What follows belongs to an exercise in optimizing a design on an open flow for small area, a short achievable clock period and few clock cycles per item; a production flow would make more cautious choices. Function was checked by simulation only, so behaviour that the tests miss may differ from the original.

## flow/design.v

```verilog
module mdu_iter #(
  parameter int XLEN = 64
) (
  input  logic            clk,
  input  logic            reset,
  input  logic            flush,
  input  logic            in_valid,
  output logic            in_ready,
  input  logic [2:0]      op,
  input  logic            word,
  input  logic [XLEN-1:0] srca,
  input  logic [XLEN-1:0] srcb,
  output logic            out_valid,
  input  logic            out_ready,
  output logic [XLEN-1:0] result,
  output logic            busy
);
  localparam int SW = 70;   
  typedef enum logic [2:0] {S_IDLE, S_PRE1, S_PRE2, S_ITER, S_POST} st_t;
  function automatic logic [6:0] clz64(input logic [63:0] x);
    logic [31:0] v1; logic [0:0] c1 [32];
    logic [15:0] v2; logic [1:0] c2 [16];
    logic [7:0]  v3; logic [2:0] c3 [8];
    logic [3:0]  v4; logic [3:0] c4 [4];
    logic [1:0]  v5; logic [4:0] c5 [2];
    logic        v6; logic [5:0] c6;
    for (int i = 0; i < 32; i++) begin
      v1[i] = x[2*i+1] | x[2*i];
      c1[i] = ~x[2*i+1];
    end
    for (int i = 0; i < 16; i++) begin
      v2[i] = v1[2*i+1] | v1[2*i];
      c2[i] = v1[2*i+1] ? {1'b0, c1[2*i+1]} : {1'b1, c1[2*i]};
    end
    for (int i = 0; i < 8; i++) begin
      v3[i] = v2[2*i+1] | v2[2*i];
      c3[i] = v2[2*i+1] ? {1'b0, c2[2*i+1]} : {1'b1, c2[2*i]};
    end
    for (int i = 0; i < 4; i++) begin
      v4[i] = v3[2*i+1] | v3[2*i];
      c4[i] = v3[2*i+1] ? {1'b0, c3[2*i+1]} : {1'b1, c3[2*i]};
    end
    for (int i = 0; i < 2; i++) begin
      v5[i] = v4[2*i+1] | v4[2*i];
      c5[i] = v4[2*i+1] ? {1'b0, c4[2*i+1]} : {1'b1, c4[2*i]};
    end
    v6 = v5[1] | v5[0];
    c6 = v5[1] ? {1'b0, c5[1]} : {1'b1, c5[0]};
    clz64 = v6 ? {1'b0, c6} : 7'd64;
  endfunction
  function automatic logic [2:0] booth(input logic b2, input logic b1, input logic b0);
    booth[0] = b1 ^ b0;                                   
    booth[1] = (b2 & ~b1 & ~b0) | (~b2 & b1 & b0);        
    booth[2] = b2 & ~(b1 & b0);                           
  endfunction
  st_t         state_q;
  logic        res_v_q;
  logic [65:0] m_q;
  logic [63:0] l_q;
  logic [65:0] rq_q;
  logic [6:0]  cnt_q;
  logic [6:0]  za_q, zb_q;      
  logic [2:0]  bd1_q, bd0_q;    
  logic        f_mul_q, f_mulh_q, f_div_q, f_rem_q, f_word_q, f_asgn_q, f_munsg_q;
  logic        qneg_q, rneg_q, pb_q, first_q, bz_q, skip_q;
  logic        d_mulh, d_div, d_usgn_w, d_asgn, d_bsgn;
  logic [63:0] a_in, b_in;
  always_comb begin
    d_div    = op[2];
    d_mulh   = ~op[2] & (op[1:0] != 2'b00) & ~word;
    d_usgn_w = op[2] & op[0];                  
    d_asgn   = word ? ~d_usgn_w : ~((op == 3'd3) | d_usgn_w);
    d_bsgn   = word ? ~d_usgn_w : ~((op == 3'd2) | (op == 3'd3) | d_usgn_w);
    a_in     = word ? {{32{srca[31] & ~d_usgn_w}}, srca[31:0]} : srca;
    b_in     = word ? {{32{srcb[31] & ~d_usgn_w}}, srcb[31:0]} : srcb;
  end
  logic        in_iter, in_pre1, in_post;
  logic        a_neg, b_neg, bzero, swap;
  logic [6:0]  zm, zbc;
  logic [7:0]  sh8;
  logic [3:0]  mq;             
  logic [5:0]  sh_amt;
  logic [65:0] sh_in, shifted;
  assign in_iter = (state_q == S_ITER);
  assign in_pre1 = (state_q == S_PRE1);
  assign in_post = (state_q == S_POST);
  assign a_neg   = f_asgn_q & l_q[63];
  assign b_neg   = m_q[65];
  assign bzero   = (zb_q == 7'd64) & ~b_neg;
  assign zbc     = (zb_q == 7'd64) ? 7'd63 : zb_q;
  assign sh8     = {1'b0, zbc} - {1'b0, za_q} + {7'd0, a_neg};
  assign swap    = (za_q > zb_q);
  assign zm      = swap ? za_q : zb_q;
  assign mq      = 4'((zm - 7'd1) >> 2);
  assign sh_amt  = f_mul_q ? {mq, 2'b00} : sh8[5:0];
  assign sh_in   = (f_mul_q & swap) ? {{2{l_q[63]}}, l_q} : m_q;
  assign shifted = sh_in << sh_amt;
  logic [SW-1:0] xop, msx, sel1, sel0, pp1, pp0, csa_s, csa_c, sum;
  logic          xinv;
  always_comb begin
    xinv = 1'b0;
    if (f_mul_q)
      xop = first_q ? '0 : {rq_q[SW-5:0], 4'b0000};
    else if (f_mulh_q)
      xop = first_q ? '0 : {{(SW-66){rq_q[65]}}, rq_q};
    else if (in_pre1) begin
      xop  = {{(SW-64){1'b0}}, l_q};
      xinv = a_neg;
    end else if (in_post) begin
      xop  = {{(SW-64){1'b0}}, f_rem_q ? l_q : rq_q[63:0]};
      xinv = f_rem_q ? rneg_q : qneg_q;
    end else
      xop = {{(SW-64){1'b0}}, l_q};
    msx  = {{(SW-66){m_q[65]}}, m_q};
    sel1 = bd1_q[0] ? msx : bd1_q[1] ? {msx[SW-2:0], 1'b0} : '0;
    sel0 = bd0_q[0] ? msx : bd0_q[1] ? {msx[SW-2:0], 1'b0} : '0;
    pp1  = {sel1[SW-3:0], 2'b00} ^ {SW{bd1_q[2]}};
    pp0  = sel0 ^ {SW{bd0_q[2]}};
    csa_s = (xop ^ {SW{xinv}}) ^ pp1 ^ pp0;
    csa_c = {((xop ^ {SW{xinv}}) & pp1 | (xop ^ {SW{xinv}}) & pp0 | pp1 & pp0), bd1_q[2]};
    sum   = csa_s + csa_c[SW-1:0] + {{(SW-1){1'b0}}, bd0_q[2] | xinv};
  end
  logic q_bit;
  assign q_bit = ~sum[SW-1];
  function automatic logic [63:0] wext(input logic [63:0] v, input logic w);
    wext = w ? {{32{v[31]}}, v[31:0]} : v;
  endfunction
  logic accept, stall, need_post, last, fin, writes_rq, skip;
  assign last      = (cnt_q == 7'd0);
  assign need_post = f_div_q ? (f_rem_q | qneg_q | f_word_q) : f_munsg_q;
  assign fin       = (state_q == S_POST) | ((state_q == S_ITER) & last & ~need_post);
  assign writes_rq = (state_q == S_ITER) | (state_q == S_POST);
  assign stall     = res_v_q & writes_rq;     
  assign in_ready  = (state_q == S_IDLE) | (fin & ~res_v_q);
  assign out_valid = res_v_q;
  assign busy      = res_v_q | (state_q != S_IDLE);
  assign result    = rq_q[63:0];
  assign accept    = in_valid & in_ready & ~flush;
  assign skip      = bzero | sh8[7];
  st_t  state_d;
  logic done;
  always_comb begin
    state_d = state_q;
    done    = 1'b0;
    case (state_q)
      S_IDLE: if (accept) state_d = S_PRE1;
      S_PRE1: state_d = (f_div_q && skip) ? S_POST : S_ITER;
      S_ITER: if (!stall && last) state_d = need_post ? S_POST : S_IDLE;
      S_POST: if (!stall) state_d = S_IDLE;
      default: state_d = S_IDLE;
    endcase
    if (fin && !stall) begin
      done = 1'b1;
      if (accept) state_d = S_PRE1;
    end
  end
  always_ff @(posedge clk) begin
    if (!reset || flush) begin
      state_q <= S_IDLE;
      res_v_q <= 1'b0;
    end else begin
      state_q <= state_d;
      res_v_q <= done | (res_v_q & ~out_ready);
    end
  end
  always_ff @(posedge clk) begin
    if (!stall) begin
      case (state_q)
        S_PRE1: begin
          first_q <= 1'b1;
          pb_q    <= 1'b0;
          if (f_mul_q) begin
            l_q   <= shifted[63:0];
            if (!swap) m_q <= {{2{l_q[63]}}, l_q};
            cnt_q <= 7'd15 - {3'd0, mq};
            bd1_q <= booth(shifted[63], shifted[62], shifted[61]);
            bd0_q <= booth(shifted[61], shifted[60], shifted[59]);
          end else if (f_mulh_q) begin
            cnt_q <= 7'd15;
            bd1_q <= booth(l_q[3], l_q[2], l_q[1]);
            bd0_q <= booth(l_q[1], l_q[0], 1'b0);
          end else begin
            l_q    <= sum[63:0];
            m_q    <= shifted;
            cnt_q  <= sh8[6:0];
            qneg_q <= (a_neg ^ b_neg) & ~bzero;
            rneg_q <= a_neg;
            bz_q   <= bzero;
            skip_q <= skip;
            bd1_q  <= 3'b000;
            bd0_q  <= skip ? 3'b000 : b_neg ? 3'b001 : 3'b101;
          end
        end
        S_ITER: begin
          cnt_q   <= cnt_q - 7'd1;
          first_q <= 1'b0;
          if (f_mul_q) begin
            rq_q  <= {2'b00, wext(sum[63:0], f_word_q)};
            l_q   <= {l_q[59:0], 4'b0000};
            bd1_q <= booth(l_q[59], l_q[58], l_q[57]);
            bd0_q <= booth(l_q[57], l_q[56], l_q[55]);
          end else if (f_mulh_q) begin
            rq_q  <= sum[69:4];
            l_q   <= {sum[3:0], l_q[63:4]};
            pb_q  <= l_q[3];
            if (last) begin
              bd1_q <= 3'b000;
              bd0_q <= booth(1'b0, 1'b0, l_q[3]);
            end else begin
              bd1_q <= booth(l_q[7], l_q[6], l_q[5]);
              bd0_q <= booth(l_q[5], l_q[4], l_q[3]);
            end
          end else begin
            rq_q <= {first_q ? 65'd0 : rq_q[64:0], q_bit};
            if (q_bit) l_q <= sum[63:0];
            m_q  <= {m_q[65], m_q[65:1]};
            if (last) bd0_q <= 3'b000;
          end
        end
        S_POST: begin
          if (f_div_q && !f_rem_q && skip_q) rq_q <= {66{bz_q}};
          else                               rq_q <= {2'b00, wext(sum[63:0], f_word_q)};
        end
        default: ;
      endcase
    end
    if (accept) begin
      m_q       <= {{2{b_in[63] & d_bsgn}}, b_in};
      l_q       <= a_in;
      za_q      <= clz64(a_in ^ {64{a_in[63] & d_asgn}});
      zb_q      <= clz64(b_in ^ {64{b_in[63] & d_bsgn}});
      bd1_q     <= 3'b000;
      bd0_q     <= 3'b000;
      f_mul_q   <= ~op[2] & ~d_mulh;
      f_mulh_q  <= d_mulh;
      f_div_q   <= d_div;
      f_rem_q   <= op[2] & op[1];
      f_word_q  <= word;
      f_asgn_q  <= d_asgn;
      f_munsg_q <= d_mulh & (op[1:0] == 2'b11);
    end
  end
endmodule
```

## flow/run.sh

```bash
#!/bin/bash
# synth_recipe.tcl (not shown) runs the flow's synth.tcl, then flattens the netlist and writes it again
# the make line also repeats each setting of config.mk as NAME=value (left out here)
make -C /OpenROAD-flow-scripts/flow DESIGN_CONFIG=/design/flow/config.mk WORK_HOME=/design/flow/orfs CLKGATE_MAP_FILE= SYNTH_SCRIPT=/design/flow/synth_recipe.tcl finish
```

## flow/config.mk

```make
export PLATFORM = sky130hd
export DESIGN_NAME = mdu_iter
export DESIGN_NICKNAME = mdu_iter
export VERILOG_FILES = /design/flow/design.v
export SDC_FILE = /design/flow/constraint.sdc
export NUM_CORES = 4
export LEC_CHECK = 0
export CAP_MARGIN = 20
export CORE_MARGIN = 2
export CORE_UTILIZATION = 40
export SETUP_SLACK_MARGIN = 3
export SLEW_MARGIN = 20
```

## flow/constraint.sdc

```tcl
create_clock -name core_clock -period 9.0 [get_ports {clk}]
set_input_delay 1.8000 -clock core_clock [delete_from_list [all_inputs] [get_ports {clk}]]
set_output_delay 1.8000 -clock core_clock [all_outputs]
set_load 0.01 [all_outputs]
```

==> run summary, run 1 <==
main area contributors after synthesis=edfxtp_1 (20%), a21oi_1 (6.9%), nand2_1 (6.0%), mux2i_1 (5.2%), xnor2_1 (5.1%); startpoint class of the critical path=flop; worst slack, placed=1.944 ns; Synthesis Warnings=11; first-pass GRT wire length=271.5 mm; Final Routed Wirelength=193.2 mm; initial DRC count=6082; Min Hold Slack=0.6272 ns; FFs w/ async S/R, synth=0; Worst Hold Class=flop to flop; Mapped Cells=4628; IO Count=204; hold-fix buffers at CTS=0; kind of critical path=flop to flop; count of final setup violators=0; setup TNS=0 ns; Core Util, Final=0.4648; Avg Cell Area, Syn=roughly 7.6 µm²; Synth cell types=106; most used flip-flop cell after synthesis=edfxtp_1; synth-to-layout area growth=14.84%; port bufs=203; Num Clock Sinks=239; die area=~0.090 mm²; row cnt=approximately 110; worst skew pair latency=~0.64 ns; Die X=300.5 µm; WP data arrival=6.29 ns; fmax=~170 MHz; Fill cells=slightly below 9000; count leader, synth=nand2_1; clock slew at reported path FFs=0.07 ns; Least-Margin Pin Slew=1.123 ns; hpwl dp=144.2 mm; Initial Util=0.4048; Mapped Area=0.03517 mm²; CP Max Fanout=14; Mapped Nets=4934; Worst EP required=roughly 9.4 ns; number of synthesized flops with an enable pin=229; proportion of layout cells with a drive suffix above 1=0.1123; status=finished clean; via count of the first global-routing pass=about 37000; initial antenna violation count=10; Max-slew headroom=0.2498; grt ovf=0; Vias=about 40000; area leader, netlist=edfxtp_1; Max Buffers Root-to-Sink=3; final period utilization=0.6587; root buf cell=clkbuf_16; number of detailed-route iterations in the first pass=6; gr usage total=0.4120; total CTS buffers=30; Slew Limit Fails=0; WL/cell=33.70 µm; top-area cell type share of the netlist area=0.1955; MaxCap Viol Count=0; #FFs+latches synth=around 240; gpl congestion=1.033; Setup crit end kind=flop; unrepaired setup endpoints after global routing=false; core area=0.08689 mm²; H-tree depth=1; Via density=6.954; Hold Vio Cnt, Final=0; Total Nets Final=4857; Die Y=about 300 µm; largest net degree at the start of global routing=171; CTS tree=done; Final ANT Viol Nets=0; DRC Markers=0; Final WS setup=3.072 ns; clock skew=approximately 0.04 ns; sequential share of the synthesized area=0.2012; Synth top cells by count=nand2_1 (563), a21oi_1 (488), nor2_1 (325), o21ai_0 (294), clkbuf_1 (259); fin crit period=a little under 6 ns
## worst paths after layout
check | start | to | slack [ns] | cells after the start
hold reg to reg | cnt_q[0] | cnt_q[0] | 0.63 | 1
hold / removal | cnt_q[0] | cnt_q[0] | 0.63 | 1
setup / recovery | bd0_q[1] | rq_q[19] | 3.07 | 18
setup reg to reg | bd0_q[1] | rq_q[19] | 3.07 | 18
## worst max-delay path: stages (launching register included)
cell and delay [ns]:
dfxtp_1 0.64, nor2b_2 0.88, a22oi_1 0.20, xnor2_1 0.29
fa_1 0.44, ha_1 0.37, o21ai_2 0.27, nand2b_1 0.08
a21oi_1 0.21, o31a_1 0.29, buf_4 0.19, o21bai_1 0.13
a221oi_1 0.55, o31a_1 0.25, xor2_1 0.20, buf_4 0.19
nor2_1 0.05, a21o_1 0.15, a221o_1 0.28
## flip-flops by register name, summed over array words and instances (netlist names), 3 cells and up
register  flops
bd0_q         3
zb_q          7
l_q          64
state_q       3
rq_q         66
za_q          7
m_q          66
bd1_q         3
cnt_q         7
## cells in the final DEF (no fill, tap or decap), types with 132 or more instances in the layout
| master | n |
|---|---|
| o21ai_0 | 268 |
| a22oi_1 | 171 |
| nand2_1 | 555 |
| a21oi_1 | 470 |
| clkdlybuf4s50_1 | 202 |
| nor2_1 | 314 |
| xnor2_1 | 195 |
| mux2i_1 | 172 |
| buf_4 | 132 |
| edfxtp_1 | 229 |
## metal layers
| layer | track usage | vias up | part of all wire |
|---|---|---|---|
| met5 | 0.001587 | - | 0.00020 |
| met2 | 0.6009 | 3023 | 0.41 |
| met4 | 0.2635 | 6 | 0.079 |
| li1 | - | 16930 | - |
| met3 | 0.1171 | 632 | 0.13 |
| met1 | 0.5329 | 19290 | 0.38 |
## cells by family after synthesis
| kind of cell | after synthesis | synth area share |
|---|---|---|
| compound gates | 1660 | 0.3060 |
| simple gates | 1439 | 0.1895 |
| buf+inv | 597 | 0.07581 |
| xor+xnor | 277 | 0.06898 |
| mux | 247 | 0.08303 |
| flops | 239 | 0.2012 |
| fa+ha+maj | 169 | 0.07549 |
## final cells by class
| cell class | count | area [µm²] | share of cell area |
|---|---|---|---|
| repair buffers | 375 | 3711 | 0.09188 |
| diodes | 4 | 10.01 | 0.0002478 |
| multi-input cells | 3798 | 26700 | 0.6610 |
| clock inverters | 19 | 215.2 | 0.005328 |
| inverters | 107 | 420.4 | 0.01041 |
| clock buffers | 37 | 797.0 | 0.01973 |
| well taps | 1155 | 1445 | 0.03578 |
| flip-flops and latches | 239 | 7092 | 0.1756 |
## timing repair
item                       in CTS  in global routing
resized for setup             143                120
cloned                          6                  4
setup endpoints to repair     218                187
pin swaps                      28                 36
setup buffers                  40                 22
## per-stage QoR
stage	std cells	instance area (µm²)
2_1_floorplan	4628	35370
3_3_place_gp	5600	37380
3_5_place_dp	5602	37430
4_1_cts	5704	39560
5_1_grt	5730	40380
6_report	5734	40390
Testbench counts, summed over its fixed seeds: cycles 49,659, items 4,800.
==> inputs of run 2 (changes only) <==
--- a/flow/design.v
+++ b/flow/design.v
@@ -63,4 +63,7 @@
   logic [2:0]  bd1_q, bd0_q;    
+  logic [3:0]  xs_q;            
+  logic        xinv_q;          
   logic        f_mul_q, f_mulh_q, f_div_q, f_rem_q, f_word_q, f_asgn_q, f_munsg_q;
   logic        qneg_q, rneg_q, pb_q, first_q, bz_q, skip_q;
+  logic        ap2_q;           
   logic        d_mulh, d_div, d_usgn_w, d_asgn, d_bsgn;
@@ -90,3 +93,3 @@
   assign zbc     = (zb_q == 7'd64) ? 7'd63 : zb_q;
-  assign sh8     = {1'b0, zbc} - {1'b0, za_q} + {7'd0, a_neg};
+  assign sh8     = {1'b0, zbc} - {1'b0, za_q} + {7'd0, ap2_q};
   assign swap    = (za_q > zb_q);
@@ -100,15 +103,7 @@
   always_comb begin
-    xinv = 1'b0;
-    if (f_mul_q)
-      xop = first_q ? '0 : {rq_q[SW-5:0], 4'b0000};
-    else if (f_mulh_q)
-      xop = first_q ? '0 : {{(SW-66){rq_q[65]}}, rq_q};
-    else if (in_pre1) begin
-      xop  = {{(SW-64){1'b0}}, l_q};
-      xinv = a_neg;
-    end else if (in_post) begin
-      xop  = {{(SW-64){1'b0}}, f_rem_q ? l_q : rq_q[63:0]};
-      xinv = f_rem_q ? rneg_q : qneg_q;
-    end else
-      xop = {{(SW-64){1'b0}}, l_q};
+    xop  = ({SW{xs_q[0]}} & {rq_q[SW-5:0], 4'b0000})
+         | ({SW{xs_q[1]}} & {{(SW-66){rq_q[65]}}, rq_q})
+         | ({SW{xs_q[2]}} & {{(SW-64){1'b0}}, l_q})
+         | ({SW{xs_q[3]}} & {{(SW-64){1'b0}}, rq_q[63:0]});
+    xinv = xinv_q;
     msx  = {{(SW-66){m_q[65]}}, m_q};
@@ -129,3 +124,3 @@
   assign last      = (cnt_q == 7'd0);
-  assign need_post = f_div_q ? (f_rem_q | qneg_q | f_word_q) : f_munsg_q;
+  assign need_post = f_div_q ? (f_rem_q ? rneg_q : qneg_q) : f_munsg_q;
   assign fin       = (state_q == S_POST) | ((state_q == S_ITER) & last & ~need_post);
@@ -171,2 +166,4 @@
           pb_q    <= 1'b0;
+          xs_q    <= 4'b0000;
+          xinv_q  <= 1'b0;
           if (f_mul_q) begin
@@ -190,2 +187,4 @@
             bd1_q  <= 3'b000;
+            xs_q   <= (!skip || f_rem_q) ? 4'b0100 : 4'b0000;
+            xinv_q <= skip & f_rem_q & a_neg;
             bd0_q  <= skip ? 3'b000 : b_neg ? 3'b001 : 3'b101;
@@ -197,2 +196,3 @@
           if (f_mul_q) begin
+            xs_q  <= 4'b0001;
             rq_q  <= {2'b00, wext(sum[63:0], f_word_q)};
@@ -202,2 +202,3 @@
           end else if (f_mulh_q) begin
+            xs_q  <= 4'b0010;
             rq_q  <= sum[69:4];
@@ -213,6 +214,11 @@
           end else begin
-            rq_q <= {first_q ? 65'd0 : rq_q[64:0], q_bit};
+            if (f_rem_q) rq_q <= {2'b00, wext(q_bit ? sum[63:0] : l_q, f_word_q)};
+            else         rq_q <= {2'b00, wext({first_q ? 63'd0 : rq_q[62:0], q_bit}, f_word_q)};
             if (q_bit) l_q <= sum[63:0];
             m_q  <= {m_q[65], m_q[65:1]};
-            if (last) bd0_q <= 3'b000;
+            if (last) begin
+              bd0_q  <= 3'b000;
+              xs_q   <= f_rem_q ? 4'b0100 : 4'b1000;
+              xinv_q <= f_rem_q ? rneg_q : qneg_q;
+            end
           end
@@ -230,2 +236,3 @@
       za_q      <= clz64(a_in ^ {64{a_in[63] & d_asgn}});
+      ap2_q     <= a_in[63] & d_asgn & ~|(~a_in[63:1] & a_in[62:0]);
       zb_q      <= clz64(b_in ^ {64{b_in[63] & d_bsgn}});
@@ -233,2 +240,4 @@
       bd0_q     <= 3'b000;
+      xs_q      <= {1'b0, d_div, 2'b00};
+      xinv_q    <= d_div & d_asgn & a_in[63];
       f_mul_q   <= ~op[2] & ~d_mulh;
--- a/flow/config.mk
+++ b/flow/config.mk
@@ -7,6 +7,7 @@
 export LEC_CHECK = 0
+export ABC_AREA = 1
 export CAP_MARGIN = 20
 export CORE_MARGIN = 2
-export CORE_UTILIZATION = 40
-export SETUP_SLACK_MARGIN = 3
+export CORE_UTILIZATION = 65
+export SETUP_SLACK_MARGIN = 4
 export SLEW_MARGIN = 20
==> run 2 against run 1 <==
Compared with the run above:
- the flow now stops in 5_1_grt
- synthesized cell count up 32%
- synthesized area grew 8.8%
==> run summary, run 2 <==
main area contributors after synthesis=edfxtp_1 (18%), nand2_1 (14%), o21ai_0 (10%), nand3_1 (7.7%), inv_1 (6.7%); H-tree depth=1; Mapped Cells=slightly above 6000; placed insts=roughly 6700; via count of the first global-routing pass=47440; tool error=[ERROR GRT-0116] Global routing finished with congestion. Check the congestion regions in the DRC Viewer.; Synthesis Warnings=11; top-area cell type share of the netlist area=0.1821; Initial Util=0.6605; row cnt=88; Synth top cells by count=nand2_1 (1447), o21ai_0 (781), inv_1 (683), nand3_1 (586), nor2_1 (343); #FFs+latches synth=between 200 and 250; most used flip-flop cell after synthesis=edfxtp_1; gr usage total=0.7087; number of synthesized flops with an enable pin=232; area leader, netlist=edfxtp_1; Placed Area=0.03947 mm²; IO Count=approximately 200; Synth cell types=78; sequential share of the synthesized area=0.1889; FFs w/ async S/R, synth=0; root buf cell=clkbuf_16; first-pass GRT wire length=roughly 320 mm; Die X=between 200 and 250 µm; count leader, synth=nand2_1; total CTS buffers=31; gpl congestion=1.204; Num Clock Sinks=245; Avg Cell Area, Syn=6.279 µm²; hpwl dp=147.0 mm; Max Buffers Root-to-Sink=3; worst slack, placed=2.547 ns; Mapped Area=0.03825 mm²; Mapped Nets=6398; status=stopped before the end; Stop stage=5_1_grt; largest net degree at the start of global routing=162; hold-fix buffers at CTS=0; grt ovf=3; port bufs=203; Die Y=246.6 µm
[run 2: worst max path at each step]
| stage | slack [ns] | from | cells past startpoint | endpoint |
|---|---|---|---|---|
| after global placement | 2.68 | bd0_q[1] | 26 | rq_q[44] |
| after floorplan | 4.03 | state_q[2] | 11 | l_q[0] |
| after CTS | 3.94 | op[2] | 17 | za_q[0] |
| after detailed placement | 2.55 | bd0_q[0] | 23 | rq_q[44] |
[run 2: kinds of logic after synthesis]
| family | share of synthesized area |
|---|---|
| multiplexers | 0.0002617 |
| AO/OA/AOI/OAI | 0.2510 |
| adder cells (fa/ha/maj) | 0.06941 |
| AND/OR/NAND/NOR | 0.2938 |
| XOR/XNOR | 0.06388 |
| flip-flops | 0.1889 |
| buffers and inverters | 0.1326 |
[run 2: metal layers]
layer	GRT usage	overflow
met1	0.7628	0
met3	0.5539	0
met5	0.3170	0
met2	0.8396	2
met4	0.6247	1
[run 2: what timing repair did]
item                       4_1_cts
resized for setup              233
cloned                          13
pin swaps                       19
setup endpoints to repair      331
setup buffers                   30
Testbench counts of run 2, summed over its fixed seeds: cycles 48,793, items 4,800.
==> inputs of run 3 (changes only) <==
--- a/flow/design.v
+++ b/flow/design.v
@@ -56,3 +56,3 @@
   st_t         state_q;
-  logic        res_v_q;
+  logic        res_v_q, res_w_q;
   logic [65:0] m_q;
@@ -63,3 +63,3 @@
   logic [2:0]  bd1_q, bd0_q;    
-  logic [3:0]  xs_q;            
+  logic [2:0]  xs_q;            
   logic        xinv_q;          
@@ -67,2 +67,4 @@
   logic        qneg_q, rneg_q, pb_q, first_q, bz_q, skip_q;
+  logic        ff_q, mc_q;      
+  logic [3:0]  ffc_q;           
   logic        ap2_q;           
@@ -105,4 +107,3 @@
          | ({SW{xs_q[1]}} & {{(SW-66){rq_q[65]}}, rq_q})
-         | ({SW{xs_q[2]}} & {{(SW-64){1'b0}}, l_q})
-         | ({SW{xs_q[3]}} & {{(SW-64){1'b0}}, rq_q[63:0]});
+         | ({SW{xs_q[2]}} & {{(SW-64){1'b0}}, l_q});
     xinv = xinv_q;
@@ -119,8 +120,5 @@
   assign q_bit = ~sum[SW-1];
-  function automatic logic [63:0] wext(input logic [63:0] v, input logic w);
-    wext = w ? {{32{v[31]}}, v[31:0]} : v;
-  endfunction
   logic accept, stall, need_post, last, fin, writes_rq, skip;
-  assign last      = (cnt_q == 7'd0);
-  assign need_post = f_div_q ? (f_rem_q ? rneg_q : qneg_q) : f_munsg_q;
+  assign last      = ff_q ? (cnt_q == 7'd3) : (cnt_q == 7'd0);
+  assign need_post = f_div_q ? (f_rem_q ? rneg_q : qneg_q) : mc_q;
   assign fin       = (state_q == S_POST) | ((state_q == S_ITER) & last & ~need_post);
@@ -131,3 +129,3 @@
   assign busy      = res_v_q | (state_q != S_IDLE);
-  assign result    = rq_q[63:0];
+  assign result    = res_w_q ? {{32{rq_q[31]}}, rq_q[31:0]} : rq_q[63:0];
   assign accept    = in_valid & in_ready & ~flush;
@@ -136,2 +134,4 @@
   logic done;
+  logic [6:0] cnt_nx;
+  assign cnt_nx = cnt_q - (ff_q ? 7'd4 : 7'd1);
   always_comb begin
@@ -159,2 +159,3 @@
     end
+    if (done) res_w_q <= f_word_q;
   end
@@ -166,4 +167,7 @@
           pb_q    <= 1'b0;
-          xs_q    <= 4'b0000;
+          xs_q    <= 3'b000;
           xinv_q  <= 1'b0;
+          ff_q    <= 1'b0;
+          mc_q    <= f_munsg_q & l_q[63];
+          ffc_q   <= (za_q == 7'd0) ? 4'd0 : 4'((za_q - 7'd1) >> 2);
           if (f_mul_q) begin
@@ -187,3 +191,3 @@
             bd1_q  <= 3'b000;
-            xs_q   <= (!skip || f_rem_q) ? 4'b0100 : 4'b0000;
+            xs_q   <= (!skip || f_rem_q) ? 3'b100 : 3'b000;
             xinv_q <= skip & f_rem_q & a_neg;
@@ -196,4 +200,4 @@
           if (f_mul_q) begin
-            xs_q  <= 4'b0001;
-            rq_q  <= {2'b00, wext(sum[63:0], f_word_q)};
+            xs_q  <= 3'b001;
+            rq_q  <= {2'b00, sum[63:0]};
             l_q   <= {l_q[59:0], 4'b0000};
@@ -202,9 +206,18 @@
           end else if (f_mulh_q) begin
-            xs_q  <= 4'b0010;
-            rq_q  <= sum[69:4];
-            l_q   <= {sum[3:0], l_q[63:4]};
-            pb_q  <= l_q[3];
+            xs_q  <= 3'b010;
+            if (ff_q) begin
+              rq_q  <= {{16{rq_q[65]}}, rq_q[65:16]};
+              cnt_q <= cnt_q - 7'd4;
+            end else begin
+              rq_q  <= sum[69:4];
+              l_q   <= {4'b0000, l_q[63:4]};
+              pb_q  <= l_q[3];
+            end
+            ff_q <= ~last & (cnt_nx < {3'd0, ffc_q}) & (cnt_nx >= 7'd3);
             if (last) begin
               bd1_q <= 3'b000;
-              bd0_q <= booth(1'b0, 1'b0, l_q[3]);
+              bd0_q <= {2'b00, mc_q};
+            end else if (cnt_nx < {3'd0, ffc_q}) begin
+              bd1_q <= 3'b000;
+              bd0_q <= 3'b000;
             end else begin
@@ -214,4 +227,4 @@
           end else begin
-            if (f_rem_q) rq_q <= {2'b00, wext(q_bit ? sum[63:0] : l_q, f_word_q)};
-            else         rq_q <= {2'b00, wext({first_q ? 63'd0 : rq_q[62:0], q_bit}, f_word_q)};
+            if (f_rem_q) rq_q <= {2'b00, q_bit ? sum[63:0] : l_q};
+            else         rq_q <= {2'b00, first_q ? 63'd0 : rq_q[62:0], q_bit};
             if (q_bit) l_q <= sum[63:0];
@@ -220,3 +233,3 @@
               bd0_q  <= 3'b000;
-              xs_q   <= f_rem_q ? 4'b0100 : 4'b1000;
+              xs_q   <= f_rem_q ? 3'b100 : 3'b010;
               xinv_q <= f_rem_q ? rneg_q : qneg_q;
@@ -227,3 +240,3 @@
           if (f_div_q && !f_rem_q && skip_q) rq_q <= {66{bz_q}};
-          else                               rq_q <= {2'b00, wext(sum[63:0], f_word_q)};
+          else                               rq_q <= {2'b00, sum[63:0]};
         end
@@ -240,3 +253,3 @@
       bd0_q     <= 3'b000;
-      xs_q      <= {1'b0, d_div, 2'b00};
+      xs_q      <= {d_div, 2'b00};
       xinv_q    <= d_div & d_asgn & a_in[63];
--- a/flow/config.mk
+++ b/flow/config.mk
@@ -10,3 +10,3 @@
 export CORE_MARGIN = 2
-export CORE_UTILIZATION = 65
+export CORE_UTILIZATION = 40
 export SETUP_SLACK_MARGIN = 4
==> run 3 against run 2 <==
Compared with the run above:
- synthesized cell count rose by 5.8%
- synthesized area rose by 2.7%
- the run now finishes clean
==> run summary, run 3 <==
CP max stage delay=0.49 ns; fin crit period=5.112 ns; Vias=49840; startpoint class of the critical path=flop; FFs w/ async S/R, synth=0; multi-input gate area in the final layout=0.02799 mm²; row cnt=114; compound-cell area share of the yosys netlist=0.2201; gpl congestion=1.073; CTS tree=done; kind of critical path=flop to flop; total CTS buffers=35; slowest CP cell=inv_1; Hold Vio Cnt, Final=0; most used flip-flop cell after synthesis=edfxtp_1; final period utilization=0.5680; Mapped Cells=approximately 6400; top-area cell type share of the netlist area=0.1827; Final WS setup=3.888 ns; initial antenna violation count=28; clock slew at reported path FFs=about 0.070 ns; largest family of logic cells by synthesized area=simple AND/OR/NAND/NOR gates; clock skew=0.04443 ns; simple-gate area share of the yosys netlist=0.3275; Max-slew headroom=0.1884; Avg Cell Area, Syn=6.096 µm²; Synth top cells by count=nand2_1 (1619), inv_1 (799), nand3_1 (673), o21ai_0 (617), nor2_1 (408); Synth Area in Adders=0.07013; Final Routed Wirelength=245.1 mm; Top delay family on crit path=simple AND/OR/NAND/NOR gates; largest net degree at the start of global routing=164; Num Clock Sinks=251; Max Buffers Root-to-Sink=3; main area contributors after synthesis=edfxtp_1 (18%), nand2_1 (15%), nand3_1 (8.6%), o21ai_0 (7.9%), inv_1 (7.6%); CP Max Fanout=17; Placed Area=0.04161 mm²; unrepaired setup endpoints after global routing=true; sequential share of the synthesized area=0.1888; Slew Limit Fails=0; number of detailed-route iterations in the first pass=9; Die X=317.4 µm; MaxCap Viol Count=0; most frequent cells in the layout=nand2_1 (1581), inv_1 (771), nand3_1 (658), o21ai_0 (552), nor2_1 (388); Mapped Area=0.03929 mm²; #FFs+latches synth=251; proportion of layout cells with a drive suffix above 1=0.09983; Final ANT Viol Nets=0; Die Y=317.4 µm; number of synthesized flops with an enable pin=between 200 and 250; worst-case reg-to-reg path depth=26; Setup crit end kind=flop; Post-Synth XOR/XNOR Area=0.05949; sequential cell area=0.007432 mm²; Synthesis Warnings=11; Total Nets Final=slightly below 7000; count leader, synth=nand2_1; die area=0.1007 mm²; Synth cell types=81; port bufs=203; via count of the first global-routing pass=approximately 44000; most common cell type on the critical path=nand2_1; synth-to-layout area growth=16.68%; Worst Hold Depth=0; Post-Layout Inst Area=0.04584 mm²; worst skew pair latency=0.61 ns; initial DRC count=about 8900; area leader, netlist=edfxtp_1; count of final setup violators=0; worst slack, placed=roughly 2.3 ns; biggest regs=m_q: 66 flops, rq_q: 66 flops, l_q: 64 flops; Fill cells=10480; Worst path depth=26; fmax=195.6 MHz; H-tree depth=2; Worst EP required=9.34 ns; WP data arrival=5.45 ns; commonest non-fill, non-tap cell in the layout=nand2_1; Critical path buffers and inverters=8; Initial Util=0.4051; WL/cell=31.39 µm; multiplexer area fraction after synthesis=0.0005096; Worst Hold Class=flop to flop; status=finished clean; setup TNS=0 ns; root buf cell=clkbuf_16; Mapped Nets=around 6800; grt ovf=0; hpwl dp=between 150 and 200 mm; core area=0.09699 mm²; gr usage total=0.4544; Via density=6.382; Least-Margin Pin Slew=1.217 ns; first-pass GRT wire length=333.1 mm; IO Count=approximately 200; DRC Markers=0
-- run 3: cell types whose count changed after synthesis, sizes merged, moves of 56 or more --
cell,change
a21oi,+94
buf,-56
inv,+116
nand2,+167
nand3,+81
nor2,+76
o211ai,-70
o21ai,-161
o22ai,+78
-- run 3: path summary, 6_finish.rpt --
path,startpoint,to,slack (ns)
hold / removal,f_word_q,res_w_q,0.42
hold reg to reg,f_word_q,res_w_q,0.42
setup reg to reg,l_q[57],l_q[45],3.89
setup / recovery,l_q[57],l_q[45],3.89
-- run 3: area by class of cell --
class	count	share of cell area
Clock inverter	15	0.003576
Timing Repair inverter	2	0.0003821
Clock buffer	45	0.02083
Sequential cell	251	0.1621
Multi-Input combinational cell	4953	0.6106
Tap cell	1276	0.03483
Timing Repair Buffer	427	0.09531
Antenna cell	12	0.0006551
Inverter	828	0.07165
-- run 3: kinds of logic after synthesis --
kind of cell / Yosys count
and+or+nand+nor: 2979
AOI/OAI and AO/OA: 1516
buffers and inverters: 1254
xor gates and xnor gates: 266
DFF: 251
adders and majority gates: 177
muxes: 2
-- run 3: repair_timing --
action                     CTS  global route
setup endpoints to repair  243           157
resized for setup          179           259
setup buffers               39            83
hold buffers                 0             0
pin swaps                    9            39
gates cloned                 4            22
-- run 3: through the flow --
step | utilization | cells | hold slack (ns)
5_1_grt | 0.4724 | 7802 | 0.4373
2_1_floorplan | - | 6445 | 0.4003
3_5_place_dp | 0.4290 | 7589 | 0.4265
6_report | 0.4726 | 7809 | 0.4165
3_3_place_gp | 0.4290 | 7589 | 0.4094
4_1_cts | 0.4520 | 7692 | 0.4216
-- run 3: layer usage --
| layer | GRT usage | up-vias | routed length (µm) |
|---|---|---|---|
| met1 | 0.6039 | 23260 | 92870 |
| li1 | - | 21700 | - |
| met4 | 0.2595 | 32 | 18450 |
| met2 | 0.6519 | 4079 | 98040 |
| met3 | 0.1355 | 767 | 35540 |
| met5 | 0 | - | 235 |
-- run 3: worst register-to-register path, stage by stage (launching register included) --
cell and delay (ns):
edfxtp_1 0.48, inv_1 0.50, o221ai_1 0.37, xor2_1 0.25
fa_1 0.44, ha_1 0.41, nand2_1 0.11, nor2_1 0.16
inv_1 0.09, nor2_1 0.14, nand2_1 0.08, inv_2 0.14
nand4_1 0.11, buf_4 0.18, buf_4 0.14, nand4_1 0.07
buf_4 0.15, buf_4 0.14, nand2_4 0.15, nand2_1 0.10
o21ai_0 0.16, nand2_1 0.15, nand3_1 0.08, nand2_1 0.06
nand3_1 0.10, nand2_1 0.08, inv_1 0.04
Testbench counts of run 3, summed over its fixed seeds: cycles 46,714, items 4,800.
==> inputs of run 4 (changes only) <==
--- a/flow/design.v
+++ b/flow/design.v
@@ -72,2 +72,3 @@
   logic [63:0] a_in, b_in;
+  logic [6:0]  za_in;
   always_comb begin
@@ -80,2 +81,3 @@
     b_in     = word ? {{32{srcb[31] & ~d_usgn_w}}, srcb[31:0]} : srcb;
+    za_in    = clz64(a_in ^ {64{a_in[63] & d_asgn}});
   end
@@ -125,3 +127,3 @@
   assign writes_rq = (state_q == S_ITER) | (state_q == S_POST);
-  assign stall     = res_v_q & writes_rq;     
+  assign stall     = res_v_q & ~out_ready & writes_rq;
   assign in_ready  = (state_q == S_IDLE) | (fin & ~res_v_q);
@@ -140,3 +142,3 @@
     case (state_q)
-      S_IDLE: if (accept) state_d = S_PRE1;
+      S_IDLE: if (accept) state_d = d_mulh ? S_ITER : S_PRE1;
       S_PRE1: state_d = (f_div_q && skip) ? S_POST : S_ITER;
@@ -148,3 +150,3 @@
       done = 1'b1;
-      if (accept) state_d = S_PRE1;
+      if (accept) state_d = d_mulh ? S_ITER : S_PRE1;
     end
@@ -170,4 +172,2 @@
           ff_q    <= 1'b0;
-          mc_q    <= f_munsg_q & l_q[63];
-          ffc_q   <= (za_q == 7'd0) ? 4'd0 : 4'((za_q - 7'd1) >> 2);
           if (f_mul_q) begin
@@ -178,6 +178,2 @@
             bd0_q <= booth(shifted[61], shifted[60], shifted[59]);
-          end else if (f_mulh_q) begin
-            cnt_q <= 7'd15;
-            bd1_q <= booth(l_q[3], l_q[2], l_q[1]);
-            bd0_q <= booth(l_q[1], l_q[0], 1'b0);
           end else begin
@@ -248,7 +244,12 @@
       l_q       <= a_in;
-      za_q      <= clz64(a_in ^ {64{a_in[63] & d_asgn}});
+      za_q      <= za_in;
+      cnt_q     <= 7'd15;
+      pb_q      <= 1'b0;
+      ff_q      <= 1'b0;
+      mc_q      <= d_mulh & (op[1:0] == 2'b11) & a_in[63];
+      ffc_q     <= (za_in == 7'd0) ? 4'd0 : 4'((za_in - 7'd1) >> 2);
       ap2_q     <= a_in[63] & d_asgn & ~|(~a_in[63:1] & a_in[62:0]);
       zb_q      <= clz64(b_in ^ {64{b_in[63] & d_bsgn}});
-      bd1_q     <= 3'b000;
-      bd0_q     <= 3'b000;
+      bd1_q     <= d_mulh ? booth(a_in[3], a_in[2], a_in[1]) : 3'b000;
+      bd0_q     <= d_mulh ? booth(a_in[1], a_in[0], 1'b0) : 3'b000;
       xs_q      <= {d_div, 2'b00};
==> flow/flow/run.sh (new file) <==
#!/bin/bash
set -euo pipefail
bash standard.sh finish 'BUFFER_PORTS_ARGS=-buffer_cell sky130_fd_sc_hd__buf_1' > flow_make.log 2>&1
==> flow/standard.sh (new file) <==
#!/bin/bash
# synth_recipe.tcl (not shown) runs the flow's synth.tcl, then flattens the netlist and writes it again
# the make line also repeats each setting of config.mk as NAME=value (left out here)
make -C /OpenROAD-flow-scripts/flow DESIGN_CONFIG=/design/flow/config.mk WORK_HOME=/design/flow/orfs CLKGATE_MAP_FILE= SYNTH_SCRIPT=/design/flow/synth_recipe.tcl "${@:-finish}"
removed: flow/run.sh
==> run 4 against run 3 <==
Compared with the run above:
- still clean on timing, DRC and antenna
- critical path type unchanged
- via count up 2.4%
- synthesized area down 1.8%
- wire length up 3.1%
- synthesized cell count down 1.1%
- first-iteration DRC count up 1.2%
==> run summary, run 4 <==
status=finished clean; Critical path buffers and inverters=5; Synth Area in Adders=0.07141; clock slew at reported path FFs=0.06 ns; Vias=51020; number of synthesized flops with an enable pin=236; slowest CP cell=nand2_4; count leader, synth=nand2_1; largest family of logic cells by synthesized area=simple AND/OR/NAND/NOR gates; CP cell instances=nor2_1 -> inv_1 -> nor2_2 -> inv_2 -> o21ai_1 -> nand2_1 -> o22ai_2 -> nand3_4 -> nand2_4 -> clkinv_4 -> buf_4 -> buf_4 -> a221oi_1 -> nand2_1; biggest regs=m_q: 66 flops, rq_q: 66 flops, l_q: 64 flops; via count of the first global-routing pass=45160; largest net degree at the start of global routing=93; Synth cell types=between 60 and 70; Mapped Nets=between 6000 and 7000; synth-to-layout area growth=17.54%; number of detailed-route iterations in the first pass=11; Least-Margin Pin Slew=1.292 ns; Via density=between 6 and 7; Synth top cells by count=nand2_1 (1623), inv_1 (754), o21ai_0 (722), nand3_1 (646), nor2_1 (433); first-pass GRT wire length=334.8 mm; Total Nets Final=around 6700; #FFs+latches synth=250; Die Y=314.6 µm; fin crit period=5.001 ns; proportion of layout cells with a drive suffix above 1=0.1098; root buf cell=clkbuf_16; simple-gate area share of the yosys netlist=0.3274; port bufs=203; sequential share of the synthesized area=0.1910; multi-input gate area in the final layout=0.02882 mm²; Core Util, Final=0.4758; most frequent cells in the layout=nand2_1 (1542), inv_1 (730), nand3_1 (630), o21ai_0 (565), nor2_1 (400); kind of critical path=flop to flop; H-tree depth=2; die area=0.09895 mm²; CP Max Fanout=52; Slew Limit Fails=0; Final Routed Wirelength=252.7 mm; CP max stage delay=between 0.4 and 0.5 ns; commonest non-fill, non-tap cell in the layout=nand2_1; count of final setup violators=0; MaxCap Viol Count=0; FFs w/ async S/R, synth=0; startpoint class of the critical path=flop; DRC Markers=0; WP data arrival=approximately 5.3 ns; worst skew pair latency=0.64 ns; WL/cell=32.72 µm; unrepaired setup endpoints after global routing=true; Hold Vio Cnt, Final=0; Fill cells=10140; CTS tree=done; Final ANT Viol Nets=0; Mapped Cells=~6400; compound-cell area share of the yosys netlist=0.2237; Die X=314.6 µm; initial antenna violation count=28; setup TNS=0 ns; clock skew=0.06437 ns; multiplexer area fraction after synthesis=0.0005513; Post-Synth XOR/XNOR Area=0.06130; core area=between 0.09 and 0.1 mm²; Final WS setup=3.999 ns; Mapped Area=0.03858 mm²; row cnt=around 110; final period utilization=0.5557; Avg Cell Area, Syn=6.055 µm²; main area contributors after synthesis=edfxtp_1 (18%), nand2_1 (16%), o21ai_0 (9.4%), nand3_1 (8.4%), inv_1 (7.3%); top-area cell type share of the netlist area=0.1837; Initial Util=0.4048; area leader, netlist=edfxtp_1; Placed Area=0.03977 mm²; total CTS buffers=37; Max-slew headroom=0.1298; worst slack, placed=2.457 ns; hpwl dp=about 180 mm; hold-fix buffers at CTS=0; sequential cell area=0.007372 mm²; Worst EP required=9.34 ns; gr usage total=0.4730; initial DRC count=9041; fmax=200.0 MHz; Synthesis Warnings=11; most used flip-flop cell after synthesis=edfxtp_1; Top delay family on crit path=simple AND/OR/NAND/NOR gates; Max Buffers Root-to-Sink=3; IO Count=204; gpl congestion=between 1 and 1.5; Num Clock Sinks=250; Post-Layout Inst Area=about 0.045 mm²; Worst Hold Class=flop to flop; grt ovf=0; Setup crit end kind=flop
-- run 4: final timing paths --
path / start / end / slack, ns / depth (start not counted)
max: state_q[1] / m_q[43] / 4.00 / 14
max reg2reg: state_q[1] / m_q[43] / 4.00 / 14
min: f_word_q / res_w_q / 0.45 / 0
min reg2reg: f_word_q / res_w_q / 0.45 / 0
-- run 4: area by class of cell --
class,instances,area share
Multi-Input combinational cell,4930,0.6355
Antenna cell,19,0.001049
Timing Repair inverter,9,0.001766
Sequential cell,250,0.1626
Clock inverter,23,0.006264
Timing Repair Buffer,398,0.06862
Tap cell,1265,0.03491
Inverter,786,0.06840
Clock buffer,43,0.02092
-- run 4: logic make-up (layout without fill, tap and decap cells) --
family | count (synthesis) | in the layout
buf+inv | 1200 | 1259
simple gates | 2958 | 2966
compound gates | 1514 | 1515
other cells | 0 | 19
fa+ha+maj | 177 | 177
mux | 2 | 2
flops | 250 | 250
xor+xnor | 270 | 270
-- run 4: metal layers --
metal	vias to the layer above	track usage	routed length (µm)
li1	21520	-	-
met2	4637	0.6699	98390
met4	24	0.3839	27990
met5	-	0.0009671	175
met1	23480	0.5716	86300
met3	1355	0.1734	39860
-- run 4: worst reg2reg max path, cell delays in order, from the launching register on --
cell      delay, ns
dfxtp_1        0.42
nor2_1         0.15
inv_1          0.09
nor2_2         0.45
inv_2          0.28
o21ai_1        0.15
nand2_1        0.15
o22ai_2        0.24
nand3_4        0.45
nand2_4        0.50
clkinv_4       0.42
buf_4          0.48
buf_4          0.44
a221oi_1       0.41
nand2_1        0.09
-- run 4: timing repair --
item	4_1_cts	5_1_grt
gates cloned	11	30
endpoints found under the setup margin	261	218
buffers inserted	28	67
pin swaps	11	99
resized for setup	231	492
-- run 4: metrics by stage --
step | hold slack (ns) | instances
6_report | 0.4458 | 7723
5_1_grt | 0.4554 | 7712
4_1_cts | 0.4450 | 7607
3_5_place_dp | 0.4309 | 7502
3_3_place_gp | 0.4150 | 7502
2_1_floorplan | 0.4003 | 6371
Testbench counts of run 4, summed over its fixed seeds: cycles 46,030, items 4,800.
==> inputs of run 5 (changes only) <==
==> flow/run.sh (new file) <==
#!/bin/bash
# synth_recipe.tcl (not shown) runs the flow's synth.tcl, then flattens the netlist and writes it again
# the make line also repeats each setting of config.mk as NAME=value (left out here)
make -C /OpenROAD-flow-scripts/flow DESIGN_CONFIG=/design/flow/config.mk WORK_HOME=/design/flow/orfs CLKGATE_MAP_FILE= SYNTH_SCRIPT=/design/flow/synth_recipe.tcl finish
removed: flow/flow/run.sh
removed: flow/standard.sh
==> run 5 against run 4 <==
Compared with the run above:
- critical path type unchanged
- worst setup slack worse by 0.11 ns
- via count is 0.80% lower
- first-iteration DRC count shrank 1.2%
- critical endpoint is now rq_q[59]
- die area did not move
- core utilization is 0.80 points higher
- highest routed layer unchanged
==> run summary, run 5 <==
status=finished clean; first-pass GRT wire length=332.9 mm; number of detailed-route iterations in the first pass=10; count leader, synth=nand2_1; IO Count=204; synth-to-layout area growth=19.51%; count of final setup violators=0; Layout Cells excl Fill=7702; core area=0.09529 mm²; Die Y=314.6 µm; fmax=around 200 MHz; proportion of layout cells with a drive suffix above 1=0.1015; area leader, netlist=edfxtp_1; FFs w/ async S/R, synth=0; Synth cell types=64; multiplexer area fraction after synthesis=0.0005513; total CTS buffers=36; port bufs=203; gpl congestion=around 1.1; worst skew pair latency=0.61 ns; Synth Area in Adders=0.07141; Hold Vio Cnt, Final=0; setup TNS=0 ns; Synth top cells by count=nand2_1 (1623), inv_1 (754), o21ai_0 (722), nand3_1 (646), nor2_1 (433); WP data arrival=5.48 ns; die area=0.09895 mm²; Synthesis Warnings=11; Least-Margin Pin Slew=1.214 ns; Setup crit end kind=flop; Via density=6.571; Num Clock Sinks=250; Die X=314.6 µm; biggest regs=m_q: 66 flops, rq_q: 66 flops, l_q: 64 flops; WL/cell=32.32 µm; most used flip-flop cell after synthesis=edfxtp_1; commonest non-fill, non-tap cell in the layout=nand2_1; clock slew at reported path FFs=about 0.06 ns; number of synthesized flops with an enable pin=236; most frequent cells in the layout=nand2_1 (1565), inv_1 (734), nand3_1 (636), o21ai_0 (614), nor2_1 (405); unrepaired setup endpoints after global routing=true; Avg Cell Area, Syn=6.055 µm²; main area contributors after synthesis=edfxtp_1 (18%), nand2_1 (16%), o21ai_0 (9.4%), nand3_1 (8.4%), inv_1 (7.3%); final period utilization=0.5676; largest family of logic cells by synthesized area=simple AND/OR/NAND/NOR gates; initial DRC count=approximately 9000; DRC Markers=0; compound-cell area share of the yosys netlist=0.2237; via count of the first global-routing pass=44990; MaxCap Viol Count=0; initial antenna violation count=22; Total Nets Final=6713; Worst Hold Class=flop to flop; gr usage total=0.4683; Worst EP required=9.37 ns; grt ovf=0; #FFs+latches synth=between 200 and 300; placed insts=approximately 7500; Max-slew headroom=0.1845; Final Routed Wirelength=about 250 mm; Max Buffers Root-to-Sink=3; H-tree depth=2; Post-Synth XOR/XNOR Area=0.06130; sequential share of the synthesized area=0.1910; root buf cell=clkbuf_16; simple-gate area share of the yosys netlist=0.3274; largest net degree at the start of global routing=80; top-area cell type share of the netlist area=0.1837; fin crit period=5.109 ns; CTS tree=done; Mapped Cells=6371; startpoint class of the critical path=flop; clock skew=0.05483 ns; Final ANT Viol Nets=0; CP Max Fanout=5; Vias=50610; kind of critical path=flop to flop; Min Hold Slack=0.4445 ns; row cnt=between 100 and 150; Initial Util=0.4048; Mapped Area=0.03858 mm²; hpwl dp=184.5 mm; Mapped Nets=6685; Slew Limit Fails=0
==> run 5: final timing paths <==
path	start	end	slack, ns	depth (start not counted)
setup / recovery	l_q[21]	rq_q[59]	3.89	22
setup reg to reg	l_q[21]	rq_q[59]	3.89	22
hold / removal	f_word_q	res_w_q	0.44	0
hold reg to reg	f_word_q	res_w_q	0.44	0
==> run 5: metrics by stage <==
stage	worst slack [ns]	util	area, µm²
floorplan	4.412	-	38590
global placement	2.663	0.4310	41070
detailed placement	2.546	0.4310	41070
CTS	3.972	0.4523	43100
global route	3.770	0.4835	46070
finish	3.891	0.4839	46110
==> run 5: layer usage <==
metal | track usage | part of all wire
met3 | 0.1638 | 0.15
met2 | 0.6655 | 0.39
met1 | 0.5710 | 0.35
met4 | 0.3750 | 0.11
met5 | 0 | 0.00044
==> run 5: worst max-delay path, cell delays in order, from the launching register on <==
cell	delay, ns
edfxtp_1	0.92
inv_1	0.21
o221ai_1	0.26
xor2_1	0.40
fa_1	0.49
inv_1	0.11
ha_4	0.19
nand2_2	0.09
o21a_1	0.21
o21ai_0	0.30
a21oi_1	0.10
o21ai_2	0.17
nand3_1	0.12
nand2_1	0.22
xnor2_1	0.19
buf_4	0.25
nand2_1	0.12
o21ai_4	0.09
nand2_1	0.15
nand2_1	0.11
nand2_1	0.06
nand2_1	0.06
nand2_1	0.06
==> run 5: cell families (layout without fill, tap and decap cells) <==
group / Yosys count / in the layout
flops: 250 / 250
fa+ha+maj: 177 / 177
simple gates: 2958 / 2966
buf+inv: 1200 / 1244
compound gates: 1514 / 1514
other cells: 0 / 14
mux: 2 / 2
xor+xnor: 270 / 270
==> run 5: cell type report <==
class	count	area (µm²)
timing repair buffer	390	4125
clock inverter	16	271.5
timing repair inverter	6	43.79
clock buffer	46	958.4
antenna	14	35.03
multi-input combinational	4929	28620
inverter	786	3098
fill	10160	49190
tap	1265	1583
sequential	250	7372
==> run 5: timing repair <==
| item | 4_1_cts | 5_1_grt |
|---|---|---|
| pin swaps | 7 | 53 |
| setup buffers | 15 | 72 |
| gates cloned | 5 | 25 |
| hold endpoints to repair | 0 | 0 |
| endpoints found under the setup margin | 198 | 166 |
| hold buffers | 0 | 0 |
| gates resized for setup | 157 | 462 |
==> inputs of run 6 (changes only) <==
--- a/flow/design.v
+++ b/flow/design.v
@@ -104,2 +104,21 @@
   assign shifted = sh_in << sh_amt;
+  function automatic logic [SW-1:0] add_sk(input logic [SW-1:0] x, input logic [SW-1:0] y,
+                                           input logic ci);
+    logic [SW:0] g, p, gn, pn;        
+    g = {x & y, ci};
+    p = {x ^ y, 1'b0};
+    for (int k = 0; (1 << k) < SW + 1; k++) begin
+      gn = g;
+      pn = p;
+      for (int i = 0; i < SW + 1; i++) begin
+        if ((i >> k) & 1) begin
+          gn[i] = g[i] | (p[i] & g[((i >> k) << k) - 1]);
+          pn[i] = p[i] & p[((i >> k) << k) - 1];
+        end
+      end
+      g = gn;
+      p = pn;
+    end
+    add_sk = x ^ y ^ g[SW-1:0];
+  endfunction
   logic [SW-1:0] xop, msx, sel1, sel0, pp1, pp0, csa_s, csa_c, sum;
@@ -118,3 +137,3 @@
     csa_c = {((xop ^ {SW{xinv}}) & pp1 | (xop ^ {SW{xinv}}) & pp0 | pp1 & pp0), bd1_q[2]};
-    sum   = csa_s + csa_c[SW-1:0] + {{(SW-1){1'b0}}, bd0_q[2] | xinv};
+    sum   = add_sk(csa_s, csa_c, bd0_q[2] | xinv);
   end
==> flow/flow/run.sh (new file) <==
#!/bin/bash
set -euo pipefail
bash standard.sh finish 'BUFFER_PORTS_ARGS=-buffer_cell sky130_fd_sc_hd__buf_1' > flow_make.log 2>&1
==> flow/standard.sh (new file) <==
#!/bin/bash
# synth_recipe.tcl (not shown) runs the flow's synth.tcl, then flattens the netlist and writes it again
# the make line also repeats each setting of config.mk as NAME=value (left out here)
make -C /OpenROAD-flow-scripts/flow DESIGN_CONFIG=/design/flow/config.mk WORK_HOME=/design/flow/orfs CLKGATE_MAP_FILE= SYNTH_SCRIPT=/design/flow/synth_recipe.tcl "${@:-finish}"
removed: flow/run.sh
==> run 6 against run 5 <==
Compared with the run above:
- flip-flop and latch count did not move
- critical endpoint is now rq_q[31]
- global-route usage fell by 4.1 points
==> run summary, run 6 <==
commonest non-fill, non-tap cell in the layout=nand2_1; Synthesis Warnings=11; top-area cell type share of the netlist area=0.1831; Slew Limit Fails=0; Core Util, Final=0.4538; startpoint class of the critical path=flop; Vias=48970; DRC Markers=0; hold-fix buffers at CTS=0; port bufs=203; count of final setup violators=0; synth-to-layout area growth=12.88%; Final WS setup=3.885 ns; worst slack, placed=2.371 ns; grt ovf=0; most frequent cells in the layout=nand2_1 (1756), inv_1 (867), nand3_1 (805), o21ai_0 (582), a21oi_1 (257); via count of the first global-routing pass=42360; Final ANT Viol Nets=0; largest net degree at the start of global routing=145; Num Clock Sinks=250; row cnt=114; Die Y=315.1 µm; area leader, netlist=edfxtp_1; Mapped Cells=6437; Synth top cells by count=nand2_1 (1792), inv_1 (893), nand3_1 (813), o21ai_0 (602), a21oi_1 (277); Synth cell types=~70; kind of critical path=flop to flop; Worst R2R Setup Slack=between 3 and 4 ns; worst skew pair latency=0.61 ns; Least-Margin Pin Slew=1.180 ns; fin crit period=5.115 ns; Max-slew headroom=0.2134; die area=approximately 0.1 mm²; Worst EP required=between 9 and 10 ns; Mapped Area=0.03870 mm²; Mapped Nets=6756; total CTS buffers=35; CP max stage delay=between 0.6 and 0.7 ns; Initial Util=0.4020; initial antenna violation count=14; slowest CP cell=fa_2; count leader, synth=nand2_1; Total Nets Final=roughly 6800; core area=0.09628 mm²; gpl congestion=1.052; Worst Hold Class=flop to flop; IO Count=204; clock skew=~0.024 ns; setup TNS=0 ns; Hold Vio Cnt, Final=0; H-tree depth=2; sequential share of the synthesized area=0.1903; #FFs+latches synth=250; gr usage total=0.4273; status=finished clean; WL/cell=~29 µm; Fill cells=10280; Final Routed Wirelength=~230 mm; main area contributors after synthesis=edfxtp_1 (18%), nand2_1 (17%), nand3_1 (11%), inv_1 (8.7%), o21ai_0 (7.8%); Max Buffers Root-to-Sink=3; unrepaired setup endpoints after global routing=true; Die X=between 300 and 400 µm; most used flip-flop cell after synthesis=edfxtp_1; number of synthesized flops with an enable pin=236; WP data arrival=around 5.5 ns; FFs w/ async S/R, synth=0; biggest regs=m_q: 66 flops, rq_q: 66 flops, l_q: 64 flops; Layout Cells excl Fill=between 7000 and 8000; Avg Cell Area, Syn=6.013 µm²; multi-input gate area in the final layout=0.02700 mm²; root buf cell=clkbuf_16; first-pass GRT wire length=308.2 mm; Via density=6.325; final period utilization=0.5684; proportion of layout cells with a drive suffix above 1=0.07954; CP Max Fanout=5; initial DRC count=9219; sequential cell area=0.007372 mm²; CTS tree=done; placed insts=between 7000 and 8000; clock slew at reported path FFs=0.06 ns; fmax=195.5 MHz; Setup crit end kind=flop; hpwl dp=165.7 mm; MaxCap Viol Count=0; number of detailed-route iterations in the first pass=9
[run 6: cell types whose count changed after synthesis, sizes merged, moves of 12 or more]
cell / previous run / this run
inv: 780 / 919
or2: 19 / 5
o21ai: 777 / 651
nand3b: 48 / 17
xnor2: 33 / 6
a21oi: 329 / 281
buf: 168 / 180
nor2: 453 / 270
nand2: 1635 / 1809
nand3: 650 / 823
a221oi: 37 / 23
[run 6: routing by layer]
layer	routed length, µm	track usage
met5	137	0
met4	15130	0.2114
met3	37830	0.1706
met2	85730	0.5763
met1	86350	0.5826
[run 6: path summary, 6_finish.rpt]
path               to     start  cells after the start
min reg2reg   res_w_q  f_word_q                      0
min           res_w_q  f_word_q                      0
max reg2reg  rq_q[31]   xs_q[2]                     25
max          rq_q[31]   xs_q[2]                     25
[run 6: area by class of cell]
cell class                      instances  share of cell area
Sequential cell                       250              0.1687
Multi-Input combinational cell       4839              0.6180
Timing Repair inverter                  7            0.001632
Timing Repair Buffer                  378             0.06489
Clock buffer                           42             0.02182
Clock inverter                         21            0.004783
Antenna cell                            4           0.0002291
Inverter                              925             0.08334
Tap cell                             1276             0.03654
[run 6: logic make-up after synthesis]
family / Yosys count / share of synthesized area
buf+inv: 1356 / 0.1404
fa+ha+maj: 182 / 0.07377
simple gates: 3077 / 0.3417
compound gates: 1333 / 0.1996
flops: 250 / 0.1903
xor+xnor: 237 / 0.05363
mux: 2 / 0.0005496
[run 6: through the flow]
| stage | instance area, µm² | hold WS (ns) |
|---|---|---|
| final | 43690 | 0.5272 |
| after global routing | 43680 | 0.5615 |
| after global placement | 39900 | 0.5137 |
| after floorplan | 38710 | 0.4003 |
| after detailed placement | 39900 | 0.5148 |
| after CTS | 42160 | 0.5218 |
[run 6: timing repair]
action | CTS | global route
cloned | 13 | 16
resized for setup | 145 | 205
pin swaps | 10 | 50
buffers inserted | 27 | 43
setup endpoints to repair | 245 | 146
[run 6: worst max-delay path, delay by kind of cell, from the launching register on]
family,cells,cell delay [ns]
AO/OA/AOI/OAI,3,0.59
XOR/XNOR,1,0.27
adder cells (fa/ha/maj),3,1.45
buffers and inverters,8,0.94
flip-flops,1,0.56
AND/OR/NAND/NOR,10,1.05
Testbench counts of run 6, summed over its fixed seeds: cycles 46,030, items 4,800.

static timing again, ports no longer ideal:
No port has a modelled driver above. Below, the same layouts with a new extraction and two added sets of constraints.
Step 1 sets driving cells, clkbuf_16 on the clock port and buf_2 on the other inputs (assumed; they add their load-dependent delay and slew).
Step 2, shift: input delay + t, output delay - t, t = (earliest + latest rising clock arrival at the registers) / 2. This alone moves slack from input paths to output paths.
Three values: ideal ports, drivers, drivers and shift; two values: the first two.
run	t, ns	setup WS [ns]	latest minus earliest clock arrival (ns)
run 1	0.692	3.072 / 3.072 / 2.490	0.039 / 0.039
run 3	0.661	3.888 / 3.888 / 3.524	0.044 / 0.044
run 4	0.680	3.999 / 3.999 / 3.613	0.065 / 0.064
run 5	0.662	3.891 / 3.891 / 3.514	0.055 / 0.054
run 6	0.666	3.885 / 3.885 / 3.578	0.024 / 0.024
After both steps every run listed still meets setup and hold. The setup slack of run 1, which loses most, moves by 0.000 ns with the drivers and by -0.582 ns with both steps.
